What follows belongs to an exercise in optimizing a design on an open flow for small area, a short achievable clock period and few clock cycles per item; a production flow would make more cautious choices.
In this exercise RTL edits were held to simulation tests only and were not proved equivalent to the original.

**flow/design.v**
```verilog
`default_nettype none
package bch_pkg;
    localparam int gf_width    = 4;
    localparam int field_order = 15;
    localparam int t_max       = 3;
    localparam int num_synd    = 6;
    localparam int poly_len    = 7;
    typedef logic [gf_width-1:0] gf_exp_t;
    localparam gf_exp_t zero_exp = gf_exp_t'(15);
    typedef logic [poly_len*gf_width-1:0] poly_t;
    typedef logic [gf_width-1:0] loc_t;
    typedef enum logic [2:0] {
        s_idle,
        s_load,
        s_divide,
        s_update,
        s_search,
        s_output
    } ctrl_state_t;
    function automatic logic [gf_width-1:0] exp_to_vec(input gf_exp_t e);
        logic [gf_width-1:0] v;
        v = '0;
        if (e != zero_exp) begin
            v = 4'b0001;
            for (int i = 0; i < field_order - 1; i++) begin
                if (i < e) begin
                    v = {v[gf_width-2:0], 1'b0} ^ (v[gf_width-1] ? 4'b0011 : 4'b0000);
                end
            end
        end
        exp_to_vec = v;
    endfunction
    function automatic gf_exp_t vec_to_exp(input logic [gf_width-1:0] v);
        gf_exp_t e;
        e = zero_exp;
        for (int i = 0; i < field_order; i++) begin
            if (exp_to_vec(gf_exp_t'(i)) == v) begin
                e = gf_exp_t'(i);
            end
        end
        vec_to_exp = e;
    endfunction
    function automatic gf_exp_t gf_mul(input gf_exp_t a, input gf_exp_t b);
        logic [gf_width:0] sum;
        sum = {1'b0, a} + {1'b0, b};
        if (sum >= field_order) begin
            sum = sum - (gf_width + 1)'(field_order);
        end
        gf_mul = sum[gf_width-1:0];
        if (a == zero_exp || b == zero_exp) begin
            gf_mul = zero_exp;
        end
    endfunction
endpackage
`default_nettype wire
`timescale 1ns/1ps
`default_nettype none
module bch_ctrl (
    input  logic clk,
    input  logic rst_n,
    input  logic in_valid,
    input  logic solve_done,
    input  logic search_done,
    input  logic out_done,
    output logic div_en,
    output logic update_en,
    output logic search_en,
    output logic out_en,
    output logic clear
);
    bch_pkg::ctrl_state_t state;
    bch_pkg::ctrl_state_t state_next;
    always_ff @(posedge clk or negedge rst_n) begin
        if (!rst_n) begin
            state <= bch_pkg::s_idle;
        end else begin
            state <= state_next;
        end
    end
    always_comb begin
        state_next = state;
        case (state)
            bch_pkg::s_idle: begin
                if (in_valid) begin
                    state_next = bch_pkg::s_load;
                end
            end
            bch_pkg::s_load: begin
                if (!in_valid) begin
                    state_next = bch_pkg::s_divide;
                end
            end
            bch_pkg::s_divide: state_next = bch_pkg::s_update;
            bch_pkg::s_update: begin
                state_next = solve_done ? bch_pkg::s_search : bch_pkg::s_divide;
            end
            bch_pkg::s_search: begin
                if (search_done) begin
                    state_next = bch_pkg::s_output;
                end
            end
            bch_pkg::s_output: begin
                if (out_done) begin
                    state_next = bch_pkg::s_idle;
                end
            end
            default: state_next = bch_pkg::s_idle;
        endcase
    end
    assign div_en    = (state == bch_pkg::s_divide);
    assign update_en = (state == bch_pkg::s_update);
    assign search_en = (state == bch_pkg::s_search);
    assign out_en    = (state == bch_pkg::s_output);
    assign clear     = out_en && out_done;
endmodule
`default_nettype wire
`timescale 1ns/1ps
`default_nettype none
module gf_poly_divider (
    input  bch_pkg::poly_t dividend,
    input  bch_pkg::poly_t divisor,
    output bch_pkg::poly_t quotient
);
    int                  div_deg;
    logic                div_nonzero;
    bch_pkg::gf_exp_t             lead_inv;
    logic [bch_pkg::gf_width-1:0] rem [bch_pkg::poly_len];
    bch_pkg::gf_exp_t             q_coef;
    int                  shift;
    always_comb begin
        div_deg     = 0;
        div_nonzero = 1'b0;
        for (int i = 0; i < bch_pkg::poly_len; i++) begin
            if (divisor[(i)*bch_pkg::gf_width +: bch_pkg::gf_width] != bch_pkg::zero_exp) begin
                div_deg     = i;
                div_nonzero = 1'b1;
            end
        end
        if (divisor[(div_deg)*bch_pkg::gf_width +: bch_pkg::gf_width] == '0) begin
            lead_inv = '0;
        end else begin
            lead_inv = bch_pkg::gf_exp_t'(bch_pkg::field_order - int'(divisor[(div_deg)*bch_pkg::gf_width +: bch_pkg::gf_width]));
        end
    end
    always_comb begin
        q_coef   = bch_pkg::zero_exp;
        shift    = 0;
        quotient = {bch_pkg::poly_len{bch_pkg::zero_exp}};
        for (int k = 0; k < bch_pkg::poly_len; k++) begin
            rem[k] = bch_pkg::exp_to_vec(dividend[(k)*bch_pkg::gf_width +: bch_pkg::gf_width]);
        end
        for (int i = bch_pkg::poly_len - 1; i >= 0; i--) begin
            if (div_nonzero && i >= div_deg) begin
                shift           = i - div_deg;
                q_coef          = bch_pkg::gf_mul(bch_pkg::vec_to_exp(rem[i]), lead_inv);
                quotient[(shift)*bch_pkg::gf_width +: bch_pkg::gf_width] = q_coef;
                for (int k = 0; k < bch_pkg::poly_len; k++) begin
                    if (k >= shift) begin
                        rem[k] = rem[k] ^ bch_pkg::exp_to_vec(bch_pkg::gf_mul(q_coef, divisor[(k - shift)*bch_pkg::gf_width +: bch_pkg::gf_width]));
                    end
                end
            end
        end
    end
endmodule
`default_nettype wire
`timescale 1ns/1ps
`default_nettype none
module euclid_poly_update (
    input  bch_pkg::poly_t prev_poly,
    input  bch_pkg::poly_t cur_poly,
    input  bch_pkg::poly_t quotient,
    output bch_pkg::poly_t next_poly
);
    logic [bch_pkg::gf_width-1:0] acc [bch_pkg::poly_len];
    always_comb begin
        for (int k = 0; k < bch_pkg::poly_len; k++) begin
            acc[k] = bch_pkg::exp_to_vec(prev_poly[(k)*bch_pkg::gf_width +: bch_pkg::gf_width]);
        end
        for (int a = 0; a < bch_pkg::poly_len; a++) begin
            for (int b = 0; b < bch_pkg::poly_len; b++) begin
                if (a + b < bch_pkg::poly_len) begin
                    acc[a+b] = acc[a+b] ^ bch_pkg::exp_to_vec(bch_pkg::gf_mul(quotient[(a)*bch_pkg::gf_width +: bch_pkg::gf_width], cur_poly[(b)*bch_pkg::gf_width +: bch_pkg::gf_width]));
                end
            end
        end
        for (int k = 0; k < bch_pkg::poly_len; k++) begin
            next_poly[(k)*bch_pkg::gf_width +: bch_pkg::gf_width] = bch_pkg::vec_to_exp(acc[k]);
        end
    end
endmodule
`default_nettype wire
`timescale 1ns/1ps
`default_nettype none
module key_equation_solver (
    input  logic             clk,
    input  logic             rst_n,
    input  logic             in_valid,
    input  bch_pkg::gf_exp_t in_syndrome,
    input  logic             div_en,
    input  logic             update_en,
    input  logic             clear,
    output logic             solve_done,
    output bch_pkg::poly_t   sigma
);
    bch_pkg::poly_t omega_prev;
    bch_pkg::poly_t omega_cur;
    bch_pkg::poly_t sigma_prev;
    bch_pkg::poly_t sigma_cur;
    bch_pkg::poly_t quotient_d;
    bch_pkg::poly_t quotient_q;
    bch_pkg::poly_t omega_next;
    bch_pkg::poly_t sigma_next;
    logic  omega_low;
    logic  sigma_low;
    function automatic bch_pkg::poly_t monomial(input int deg);
        bch_pkg::poly_t p;
        p      = {bch_pkg::poly_len{bch_pkg::zero_exp}};
        p[(deg)*bch_pkg::gf_width +: bch_pkg::gf_width] = '0;
        monomial = p;
    endfunction
    always_ff @(posedge clk or negedge rst_n) begin
        if (!rst_n) begin
            omega_prev <= monomial(bch_pkg::num_synd);
            omega_cur  <= {bch_pkg::poly_len{bch_pkg::zero_exp}};
            sigma_prev <= {bch_pkg::poly_len{bch_pkg::zero_exp}};
            sigma_cur  <= monomial(0);
        end else if (clear) begin
            omega_prev <= monomial(bch_pkg::num_synd);
            omega_cur  <= {bch_pkg::poly_len{bch_pkg::zero_exp}};
            sigma_prev <= {bch_pkg::poly_len{bch_pkg::zero_exp}};
            sigma_cur  <= monomial(0);
        end else if (in_valid) begin
            omega_cur <= {bch_pkg::zero_exp, in_syndrome, omega_cur[(bch_pkg::poly_len-1)*bch_pkg::gf_width-1:bch_pkg::gf_width]};
        end else if (update_en) begin
            omega_prev <= omega_cur;
            omega_cur  <= omega_next;
            sigma_prev <= sigma_cur;
            sigma_cur  <= sigma_next;
        end
    end
    gf_poly_divider u_divider (
        .dividend (omega_prev),
        .divisor  (omega_cur),
        .quotient (quotient_d)
    );
    always_ff @(posedge clk) begin
        if (div_en) begin
            quotient_q <= quotient_d;
        end
    end
    euclid_poly_update u_omega_update (
        .prev_poly (omega_prev),
        .cur_poly  (omega_cur),
        .quotient  (quotient_q),
        .next_poly (omega_next)
    );
    euclid_poly_update u_sigma_update (
        .prev_poly (sigma_prev),
        .cur_poly  (sigma_cur),
        .quotient  (quotient_q),
        .next_poly (sigma_next)
    );
    always_comb begin
        omega_low = 1'b1;
        sigma_low = 1'b1;
        for (int i = bch_pkg::t_max; i < bch_pkg::poly_len; i++) begin
            if (omega_next[(i)*bch_pkg::gf_width +: bch_pkg::gf_width] != bch_pkg::zero_exp) begin
                omega_low = 1'b0;
            end
        end
        for (int i = bch_pkg::t_max + 1; i < bch_pkg::poly_len; i++) begin
            if (sigma_next[(i)*bch_pkg::gf_width +: bch_pkg::gf_width] != bch_pkg::zero_exp) begin
                sigma_low = 1'b0;
            end
        end
    end
    assign solve_done = update_en && omega_low && sigma_low;
    assign sigma      = sigma_cur;
endmodule
`default_nettype wire
`timescale 1ns/1ps
`default_nettype none
module chien_search (
    input  logic           clk,
    input  logic           rst_n,
    input  bch_pkg::poly_t sigma,
    input  logic           search_en,
    input  logic           out_en,
    input  logic           clear,
    output logic           search_done,
    output logic           out_done,
    output logic           out_valid,
    output bch_pkg::loc_t  out_location
);
    bch_pkg::loc_t                pos;
    logic [1:0]          root_cnt;
    logic [1:0]          beat_cnt;
    bch_pkg::loc_t                slots [bch_pkg::t_max];
    logic [bch_pkg::gf_width-1:0] eval_sum;
    logic                is_root;
    function automatic bch_pkg::gf_exp_t term_exp(input int i, input bch_pkg::loc_t p);
        int r;
        r = (i * int'(p)) % bch_pkg::field_order;
        term_exp = bch_pkg::gf_exp_t'(bch_pkg::field_order - r);
        if (r == 0) begin
            term_exp = '0;
        end
    endfunction
    always_comb begin
        eval_sum = '0;
        for (int i = 0; i <= bch_pkg::t_max; i++) begin
            eval_sum = eval_sum ^ bch_pkg::exp_to_vec(bch_pkg::gf_mul(sigma[(i)*bch_pkg::gf_width +: bch_pkg::gf_width], term_exp(i, pos)));
        end
    end
    assign is_root = (eval_sum == '0);
    assign search_done = search_en &&
                         ((is_root && root_cnt == 2'(bch_pkg::t_max - 1)) || pos == bch_pkg::loc_t'(bch_pkg::field_order - 1));
    assign out_done    = out_en && (beat_cnt == 2'(bch_pkg::t_max - 1));
    always_ff @(posedge clk or negedge rst_n) begin
        if (!rst_n) begin
            pos      <= '0;
            root_cnt <= '0;
            beat_cnt <= '0;
            for (int i = 0; i < bch_pkg::t_max; i++) begin
                slots[i] <= bch_pkg::zero_exp;
            end
        end else if (clear) begin
            pos      <= '0;
            root_cnt <= '0;
            beat_cnt <= '0;
            for (int i = 0; i < bch_pkg::t_max; i++) begin
                slots[i] <= bch_pkg::zero_exp;
            end
        end else begin
            if (search_en) begin
                pos <= pos + 1'b1;
                if (is_root) begin
                    slots[root_cnt] <= pos;
                    root_cnt        <= root_cnt + 1'b1;
                end
            end
            if (out_en) begin
                beat_cnt <= beat_cnt + 1'b1;
            end
        end
    end
    always_ff @(posedge clk or negedge rst_n) begin
        if (!rst_n) begin
            out_valid    <= 1'b0;
            out_location <= '0;
        end else begin
            out_valid    <= out_en;
            out_location <= out_en ? slots[beat_cnt] : '0;
        end
    end
endmodule
`default_nettype wire
`timescale 1ns/1ps
`default_nettype none
module bch_decoder (
    input  logic             clk,
    input  logic             rst_n,
    input  logic             in_valid,
    input  bch_pkg::gf_exp_t in_syndrome,
    output logic             out_valid,
    output bch_pkg::loc_t    out_location
);
    logic  div_en;
    logic  update_en;
    logic  search_en;
    logic  out_en;
    logic  clear;
    logic  solve_done;
    logic  search_done;
    logic  out_done;
    bch_pkg::poly_t sigma;
    bch_ctrl u_ctrl (
        .clk         (clk),
        .rst_n       (rst_n),
        .in_valid    (in_valid),
        .solve_done  (solve_done),
        .search_done (search_done),
        .out_done    (out_done),
        .div_en      (div_en),
        .update_en   (update_en),
        .search_en   (search_en),
        .out_en      (out_en),
        .clear       (clear)
    );
    key_equation_solver u_solver (
        .clk         (clk),
        .rst_n       (rst_n),
        .in_valid    (in_valid),
        .in_syndrome (in_syndrome),
        .div_en      (div_en),
        .update_en   (update_en),
        .clear       (clear),
        .solve_done  (solve_done),
        .sigma       (sigma)
    );
    chien_search u_search (
        .clk          (clk),
        .rst_n        (rst_n),
        .sigma        (sigma),
        .search_en    (search_en),
        .out_en       (out_en),
        .clear        (clear),
        .search_done  (search_done),
        .out_done     (out_done),
        .out_valid    (out_valid),
        .out_location (out_location)
    );
endmodule
`default_nettype wire
```
**flow/run.sh**
```bash
#!/bin/bash
# synth_recipe.tcl (not shown) runs the flow's synth.tcl, then flattens the netlist and writes it again
# the make line also repeats each setting of config.mk as NAME=value (left out here)
make -C /OpenROAD-flow-scripts/flow DESIGN_CONFIG=/design/flow/config.mk WORK_HOME=/design/flow/orfs CLKGATE_MAP_FILE= SYNTH_SCRIPT=/design/flow/synth_recipe.tcl finish
```
**flow/config.mk**
```make
export PLATFORM = sky130hd
export DESIGN_NAME = bch_decoder
export DESIGN_NICKNAME = bch_decoder
export VERILOG_FILES = /design/flow/design.v
export SDC_FILE = /design/flow/constraint.sdc
export NUM_CORES = 4
export LEC_CHECK = 0
export CAP_MARGIN = 20
export CORE_MARGIN = 2
export CORE_UTILIZATION = 40
export SLEW_MARGIN = 20
```
**flow/constraint.sdc**
```tcl
create_clock -name core_clock -period 60.0 [get_ports {clk}]
set_input_delay 12.0000 -clock core_clock [delete_from_list [all_inputs] [get_ports {clk}]]
set_output_delay 12.0000 -clock core_clock [all_outputs]
set_load 0.01 [all_outputs]
```
==> flow_summary.toml, run 1 <==
[synth]
synth_mux_area_frac = 0.0757
avgSynthCellArea_um2 = 6.30
cell_area_after_synthesis_um2 = 96000
synth.distinct_cells = 137
async_flop_share = 0.833
yosysMostFrequentCell = "nand2_1"
synth.net_count = 15945
yosys-top-cells-count = "nand2_1, nor2_1, a21oi_1, o21ai_0, xnor2_1"
synth-edff-count = 28
post_synth_inst_count = 15253
yosys.area_share.adder = 0.0966
post-synth-top-area-cell = "a21oi_1"
postSynthRegisterBits = 168
ys.warnings.count = 8
synth-compound-area-share = 0.359
seq_area_frac_synth = 0.0467
synth_xor_xnor_area_share = 0.0967
synth.top_cells.by_area = "a21oi_1, nand2_1, nor2_1, ha_1, o21ai_0"
synth_flop_cell = "dfstp_2"
post_synth_and_or_nand_nor_area_fraction = 0.283
synth_top_family_by_area = "compound AO/OA/AOI/OAI gates"
synth_top_cell_area_share = 0.0858

[cts]
cts.htree.levels = 4
cts_post_setup_buffers_inserted = 0
path_clk_slew_ns = 0.08
cts_buffers = 17
cts_buffer_depth = 2
clock_latency_ns = 0.57
clockRootBuffer = "clkbuf_16"
holdBufCountCts = 0
tritoncts = "done"
cts_num_sinks = 168

[final_layout]
syn_to_final_growth_pct = 3.41
finish.net_count = 15462
proportion_of_layout_cells_with_a_drive_suffix_above_1 = 0.0455

[critical_path]
critical_path_required_ns = 60.27
timing.critical_path.depth = 206
reg2reg_path_depth = 206
critical_path.slowest_cell = "dfstp_2"
worst-endpoint-arrival_ns = 55.79
crit-reg2reg-capture = "u_solver.quotient_q[18]$_DFFE_PN_"
kind_of_critical_path = "reg -> reg"
buffers_and_inverters_on_the_worst_path = 11
crit_path_end_kind = "register"
startpoint_type_of_the_worst_setup_path = "register"
cp_slowest_stage_delay_ns = 0.89
critical_path.max_fanout = 39
worst_r2r_start = "u_solver.omega_cur[5]$_DFFE_PN1P_"
timing.critical_path.from = "u_solver.omega_cur[5]$_DFFE_PN1P_"
worstSetupEndpoint = "u_solver.quotient_q[18]$_DFFE_PN_"
setup.reg_to_reg.worst_slack_ns = 4.49
critical_path.top_delay_family = "compound AO/OA/AOI/OAI gates"

[placed_design]
io_buffer_count = 11
place.gp.congestion = 1.03
place_hpwl_mm = 265

[drt]
post_route_drc_violation_count = 0
antenna_left = 0
num_vias = 111799
postRouteWirelength_mm = 342
detail_route.iter0.violations = 11395
drt_pre_antenna_iters = 7
post_drt_wl_per_cell_um = 19.0
routed_via_density = 6.22

[sta]
rsz_0062_raised_after_global_routing = "no"
clock-skew-final_ns = 0.0272
finalSetupViolCount = 0
hold_viol_final = 0
finalCriticalPeriod_ns = 55.51
timing.final.max_slew_violations = 0
slew_headroom = 0.165
max_freq_ghz = 0.0180
worst_hold_slack_ns = 0.504
totalNegativeSetupSlack_ns = 0
worst_slew_pin_slew_ns = 1.24
finalCritPeriodShare = 0.925

[floorplanning]
floorplan.initialDensity = 0.403
core.rowCount = 179
die_area_um2 = 244000
chipWidth_um = 494
floorplan.io_pins = 12
core_um2 = 238000
die_height_um = 494

[grt]
grt_pass1_wl_mm = 533
grtUsageTotal = 0.264
first_global_vias = 95394
largest_net_degree_at_the_start_of_global_routing = 56
gr_ovfl_total = 0
antenna_violations_before_repair = 13

[run_status]
outcome = "timing/DRC/antenna clean"

[job]
max_cap_violations = 0

[min_path]
timing.hold.worst.class = "reg -> reg"
[through the flow]
| stage | area (um2) | cells | setup slack [ns] | util |
|---|---|---|---|---|
| detailed placement | 98600 | 17918 | 4.31 | 0.414 |
| finish | 99300 | 17960 | 4.49 | 0.417 |
| CTS | 99200 | 17950 | 4.22 | 0.416 |
| global placement | 98600 | 17918 | 5.29 | 0.414 |
| floorplan | 96000 | 15253 | 12.35 | - |
| global route | 99300 | 17954 | 0.0371 | 0.417 |
[cells in the final DEF, fill, tap and decap left out, drive strengths merged, types with 70 or more instances in the layout]
cell    count
inv       420
a21o      314
a211oi    197
o211ai    235
a21oi    1649
nand2    2084
nand2b    209
o221ai    111
o21ai    1454
nor4       70
or3        94
xor2      301
a221oi    101
buf       129
nand3     365
nor2b     141
ha        596
dfstp     116
o21a      113
mux2i     528
o22ai     215
a31oi     228
or2       120
fa         89
mux2      160
nor2     2055
xnor2     752
o31ai      89
and2      206
nand4      91
nor3      402
a22oi     116
[state kept, by name, indices dropped and copies added (netlist names)]
name                   count
u_ctrl.state               3
u_search.out_valid         1
u_search.beat_cnt          2
u_solver.sigma_prev       28
u_solver.omega_prev       28
u_search.out_location      4
u_search.root_cnt          2
u_solver.sigma_cur        28
u_solver.quotient_q       28
u_search.pos               4
u_search.slots            12
u_solver.omega_cur        28
[worst min-delay path by stage]
| stage | from | to | slack (ns) | depth (start not counted) |
|---|---|---|---|---|
| after floorplan | u_search.slots[0][0]$_DFFE_PN1P_ | u_search.slots[0][0]$_DFFE_PN1P_ | 0.48 | 2 |
| after global placement | u_search.slots[1][0]$_DFFE_PN1P_ | u_search.slots[1][0]$_DFFE_PN1P_ | 0.49 | 2 |
| after detailed placement | u_search.slots[1][2]$_DFFE_PN1P_ | u_search.slots[1][2]$_DFFE_PN1P_ | 0.49 | 2 |
| after CTS | u_search.slots[1][2]$_DFFE_PN1P_ | u_search.slots[1][2]$_DFFE_PN1P_ | 0.51 | 2 |
| after global routing | u_search.slots[1][2]$_DFFE_PN1P_ | u_search.slots[1][2]$_DFFE_PN1P_ | 0.53 | 2 |
| final | u_search.slots[0][2]$_DFFE_PN1P_ | u_search.slots[0][2]$_DFFE_PN1P_ | 0.50 | 2 |
[per-layer routing]
metal | wire length [um] | vias up | GRT usage
li1 | - | 55233 | -
met5 | 26 | - | 0
met2 | 147000 | 3988 | 0.407
met4 | 12800 | 4 | 0.0958
met3 | 25200 | 542 | 0.0332
met1 | 157000 | 52032 | 0.372
[worst register-to-register path, delay by kind of cell (launching register included)]
kind	cells	cell delay [ns]
buffers and inverters	11	2.71
multiplexers	5	1.91
flip-flops	1	0.89
AND/OR/NAND/NOR	62	14.62
AO/OA/AOI/OAI	80	17.82
adder cells (fa/ha/maj)	32	12.58
XOR/XNOR	16	4.70
[cells by family (layout without fill, tap and decap cells)]
family,Yosys count,count (layout)
other cells,0,10
xor+xnor,1054,1054
simple gates,6091,6091
fa+ha+maj,689,689
compound gates,5496,5496
buf+inv,1059,589
mux,696,696
flops,168,168
[final cells by class]
cell class | instances | area [um2]
tap | 3167 | 3960
multi-input combinational | 14026 | 87600
clock inverter | 13 | 156
clock buffer | 19 | 433
sequential | 168 | 4490
fill | 25617 | 139000
antenna | 10 | 25.0
inverter | 419 | 1580
timing repair buffer | 138 | 1060
[what timing repair did]
item                                    in CTS  in global routing
endpoints found under the setup margin       0                 24
gates resized for setup                      0                 10
hold endpoints to repair                     0                  0
Testbench counts, summed over its fixed seeds: cycles 112,703, blocks 4,000.
==> run 2, diff against run 1 <==
==> flow/design.v (replaced) <==
`default_nettype none
package bch_pkg;
    localparam int gf_width = 4;
    typedef logic [gf_width-1:0] gf_exp_t;
    typedef logic [gf_width-1:0] gf_vec_t;
    typedef logic [gf_width-1:0] loc_t;
    localparam gf_exp_t zero_exp = gf_exp_t'(15);
    function automatic gf_vec_t exp_to_vec(input gf_exp_t e);
        gf_vec_t v;
        v = 4'b0001;
        for (int i = 0; i < 14; i++) begin
            if (i < e) v = {v[2:0], 1'b0} ^ (v[3] ? 4'b0011 : 4'b0000);
        end
        if (e == zero_exp) v = 4'b0000;
        exp_to_vec = v;
    endfunction
    function automatic gf_vec_t gf_mul(input gf_vec_t a, input gf_vec_t b);
        logic [6:0] p;
        p = '0;
        for (int i = 0; i < 4; i++) begin
            if (b[i]) p = p ^ (7'(a) << i);
        end
        for (int i = 6; i >= 4; i--) begin
            if (p[i]) p = p ^ (7'b0010011 << (i - 4));
        end
        gf_mul = p[3:0];
    endfunction
    function automatic gf_vec_t gf_sq(input gf_vec_t a);
        gf_sq = gf_mul(a, a);
    endfunction
    function automatic gf_vec_t gf_inv(input gf_vec_t a);
        gf_vec_t a2, a4, a8;
        a2 = gf_sq(a);
        a4 = gf_sq(a2);
        a8 = gf_sq(a4);
        gf_inv = gf_mul(gf_mul(a8, a4), a2);
    endfunction
endpackage
`default_nettype wire
`timescale 1ns/1ps
`default_nettype none
module bch_decoder (
    input  logic             clk,
    input  logic             rst_n,
    input  logic             in_valid,
    input  bch_pkg::gf_exp_t in_syndrome,
    output logic             out_valid,
    output bch_pkg::loc_t    out_location
);
    logic [2:0]       syn_cnt;
    bch_pkg::gf_exp_t s1_exp;
    bch_pkg::gf_exp_t s3_exp;
    bch_pkg::gf_exp_t s5_exp;
    logic [1:0]       beats_left;
    logic             fire;
    always_ff @(posedge clk or negedge rst_n) begin
        if (!rst_n) begin
            syn_cnt <= '0;
        end else if (in_valid) begin
            syn_cnt <= (syn_cnt == 3'd5) ? 3'd0 : syn_cnt + 3'd1;
        end
    end
    always_ff @(posedge clk) begin
        if (in_valid && syn_cnt == 3'd0) s1_exp <= in_syndrome;
        if (in_valid && syn_cnt == 3'd2) s3_exp <= in_syndrome;
        if (in_valid && syn_cnt == 3'd4) s5_exp <= in_syndrome;
    end
    assign fire = in_valid && (syn_cnt == 3'd5);
    bch_pkg::gf_vec_t s1, s3, s5, s1_sq, det, num, sig2, sig3;
    logic [14:0]      is_root;
    always_comb begin
        s1    = bch_pkg::exp_to_vec(s1_exp);
        s3    = bch_pkg::exp_to_vec(s3_exp);
        s5    = bch_pkg::exp_to_vec(s5_exp);
        s1_sq = bch_pkg::gf_sq(s1);
        det   = bch_pkg::gf_mul(s1_sq, s1) ^ s3;
        num   = bch_pkg::gf_mul(s1_sq, s3) ^ s5;
        sig2  = bch_pkg::gf_mul(num, bch_pkg::gf_inv(det));
        sig3  = det ^ bch_pkg::gf_mul(s1, sig2);
        for (int i = 0; i < 15; i++) begin
            is_root[i] = ((bch_pkg::exp_to_vec(4'((3 * i) % 15))
                         ^ bch_pkg::gf_mul(s1, bch_pkg::exp_to_vec(4'((2 * i) % 15)))
                         ^ bch_pkg::gf_mul(sig2, bch_pkg::exp_to_vec(4'(i)))
                         ^ sig3) == 4'b0000);
        end
    end
    bch_pkg::loc_t next_loc;
    always_comb begin
        next_loc = 4'd15;
        for (int i = 14; i >= 0; i--) begin
            if (is_root[i] && (fire || 4'(i) > out_location)) next_loc = 4'(i);
        end
    end
    always_ff @(posedge clk or negedge rst_n) begin
        if (!rst_n) begin
            beats_left   <= '0;
            out_valid    <= 1'b0;
            out_location <= '0;
        end else if (fire) begin
            beats_left   <= 2'd2;
            out_valid    <= 1'b1;
            out_location <= next_loc;
        end else if (beats_left != 2'd0) begin
            beats_left   <= beats_left - 2'd1;
            out_valid    <= 1'b1;
            out_location <= next_loc;
        end else begin
            out_valid    <= 1'b0;
            out_location <= '0;
        end
    end
endmodule
`default_nettype wire
==> flow_summary.toml, run 2 <==
[floorplanning]
die_height_um = 147
chipWidth_um = 147
core.rowCount = 52
floorplan.initialDensity = 0.406
die_area_um2 = 21600
core_um2 = 20200
floorplan.io_pins = 12

[synth]
ys.warnings.count = 1
avgSynthCellArea_um2 = 7.71
yosys-top-cells-count = "xnor2_1, nor2_1, nand2_1, o21ai_0, nand3_1"
async_flop_share = 0.455
synth_flop_cell = "edfxtp_1"
synth.net_count = 1088
post_synth_inst_count = 1062
seq_area_frac_synth = 0.0746
synth-edff-count = 12
synth_top_cell_area_share = 0.132
postSynthRegisterBits = 22
cell_area_after_synthesis_um2 = 8190
synth.top_cells.by_area = "xnor2_1, xnor3_1, xor2_1, edfxtp_1, nor2_1"
synth.distinct_cells = 113
yosysMostFrequentCell = "xnor2_1"
post-synth-top-area-cell = "xnor2_1"

[final_layout]
finish.net_count = 1047
fillCellCount = 2091
layout.cells.most_common_list = "xnor2_1, nor2_1, nand2_1"
final-instance-count-excl-fill = 1290
antennaDiodeCount = 0
syn_to_final_growth_pct = 3.24
leading_cell_type_in_the_layout_fill_and_taps_excluded = "xnor2_1"
proportion_of_layout_cells_with_a_drive_suffix_above_1 = 0.0794

[drt]
post_drt_wl_per_cell_um = 16.9
postRouteWirelength_mm = 21.8
num_vias = 7728
post_route_drc_violation_count = 0
detail_route.iter0.violations = 572
routed_via_density = 5.99
antenna_left = 0
drt_pre_antenna_iters = 5

[cts]
cts_num_sinks = 22
clockRootBuffer = "clkbuf_16"
holdBufCountCts = 0
tritoncts = "done"
cts_post_setup_buffers_inserted = 0
cts_buffer_depth = 2
cts.htree.levels = 1
path_clk_slew_ns = 0.06
cts_resized = 0
clock_latency_ns = 0.26
cts_buffers = 3

[sta]
finalSetupViolCount = 0
finalCriticalPeriod_ns = 14.48
max_freq_ghz = 0.0691
hold_viol_final = 0
slew_headroom = 0.308
finalCritPeriodShare = 0.241
worst_slew_pin_slew_ns = 1.03
timing.final.max_slew_violations = 0
rsz_0062_raised_after_global_routing = "no"
clock-skew-final_ns = 0.00420
totalNegativeSetupSlack_ns = 0

[placed_design]
place.gp.congestion = 0.936
place_hpwl_mm = 16.0
placedCellCount = 1286
io_buffer_count = 11

[grt]
largest_net_degree_at_the_start_of_global_routing = 36
grt_pass1_wl_mm = 36.7
gr_ovfl_total = 0
grtUsageTotal = 0.199
antenna_violations_before_repair = 0
first_global_vias = 7075

[min_path]
min-delay-start = "beats_left[1]$_DFFE_PN0P_"
timing.hold.worst.class = "reg -> reg"

[run_status]
outcome = "timing/DRC/antenna clean"

[job]
max_cap_violations = 0

[critical_path]
critical_path.max_fanout = 9
timing.critical_path.from = "in_valid"
worst_r2r_start = "s1_exp[3]$_DFFE_PP_"
kind_of_critical_path = "in -> reg"
worst-endpoint-arrival_ns = 14.60
critical_path_required_ns = 60.13
startpoint_type_of_the_worst_setup_path = "primary input"
crit_path_end_kind = "register"
[run 2: kinds of logic (layout without fill, tap and decap cells)]
kind of cell	count (synthesis)	after routing	synth area share
adder cells (fa/ha/maj)	19	19	0.0290
flip-flops	22	22	0.0746
XOR/XNOR	211	211	0.295
AO/OA/AOI/OAI	280	280	0.257
AND/OR/NAND/NOR	404	404	0.257
multiplexers	20	20	0.0258
buffers and inverters	106	64	0.0613
[run 2: final cells by class]
class / count / area [um2] / area share
clock buffers: 3 / 75.1 / 0.00888
clock inverters: 1 / 3.75 / 0.000444
inverters: 34 / 128 / 0.0151
flip-flops and latches: 22 / 611 / 0.0723
multi-input cells: 934 / 7070 / 0.837
repair buffers: 26 / 223 / 0.0264
well taps: 270 / 338 / 0.0400
[run 2: critical path, stage by stage]
cell and delay (ns):
clkdlybuf4s50_1 0.55, nor2b_1 0.25, nand3_1 0.30, and2_1 0.36, nand2_1 0.11, nand2_1 0.05, a211oi_1 0.30, o21ai_0 0.17
a2111oi_2 0.39, o22ai_1 0.11
[run 2: final timing paths]
kind                                             end  depth (start not counted)  slack (ns)
max                        out_location[0]$_DFF_PN0_                         10       45.52
min in group asynchronous  out_location[2]$_DFF_PN0_                          1       12.07
min reg2reg                beats_left[1]$_DFFE_PN0P_                          2        0.50
min                        beats_left[1]$_DFFE_PN0P_                          2        0.50
max in group asynchronous     syn_cnt[0]$_DFFE_PN0P_                          1       47.61
max reg2reg                out_location[0]$_DFF_PN0_                         40       45.77
[run 2: routing by layer]
layer  vias to the layer above  track usage  wire (um)
met1                      3661        0.290      10400
li1                       3818            -          -
met3                        22       0.0109        952
met2                       227        0.332      10300
met4                         0       0.0293        255
met5                         -            0          0
[run 2: through the flow]
step	hold WS (ns)	util	cell area, um2	setup slack [ns]
finish	0.499	0.419	8450	45.52
global route	0.564	0.419	8450	44.75
CTS	0.505	0.419	8450	45.52
detailed placement	0.490	0.415	8370	45.26
global placement	0.488	0.415	8370	45.37
floorplan	0.470	-	8190	46.16
Testbench counts of run 2, summed over its fixed seeds: cycles 32,000, blocks 4,000.

## afterwards: timing with drivers on the ports
In the flow no input, the clock included, has a driving cell. The finished layouts below were timed again as built, in two steps. Step 1 (the two cells are an assumption about what drives the block):
set clk [get_ports {clk}]
set_driving_cell -lib_cell sky130_fd_sc_hd__clkbuf_16 $clk
set_driving_cell -lib_cell sky130_fd_sc_hd__buf_2 [delete_from_list [all_inputs] $clk]
Step 2, shift: input delay + t, output delay - t, t = (earliest + latest rising clock arrival at the registers) / 2. This alone moves slack from input paths to output paths. a / b / c = ideal / step 1 / step 2; a / b = the first two.
run	t, ns	setup WS [ns]	slew at the worst register clock pin (ns)	pins driven straight from the clock port
run 1	0.629	4.486 / 4.486 / 4.486	0.09 / 0.09	1
run 2	0.282	45.525 / 45.525 / 45.243	0.06 / 0.06	1
After both steps every run listed still meets setup and hold. The setup slack of run 2, which loses most, moves by 0.000 ns with the drivers and by -0.282 ns with both steps.
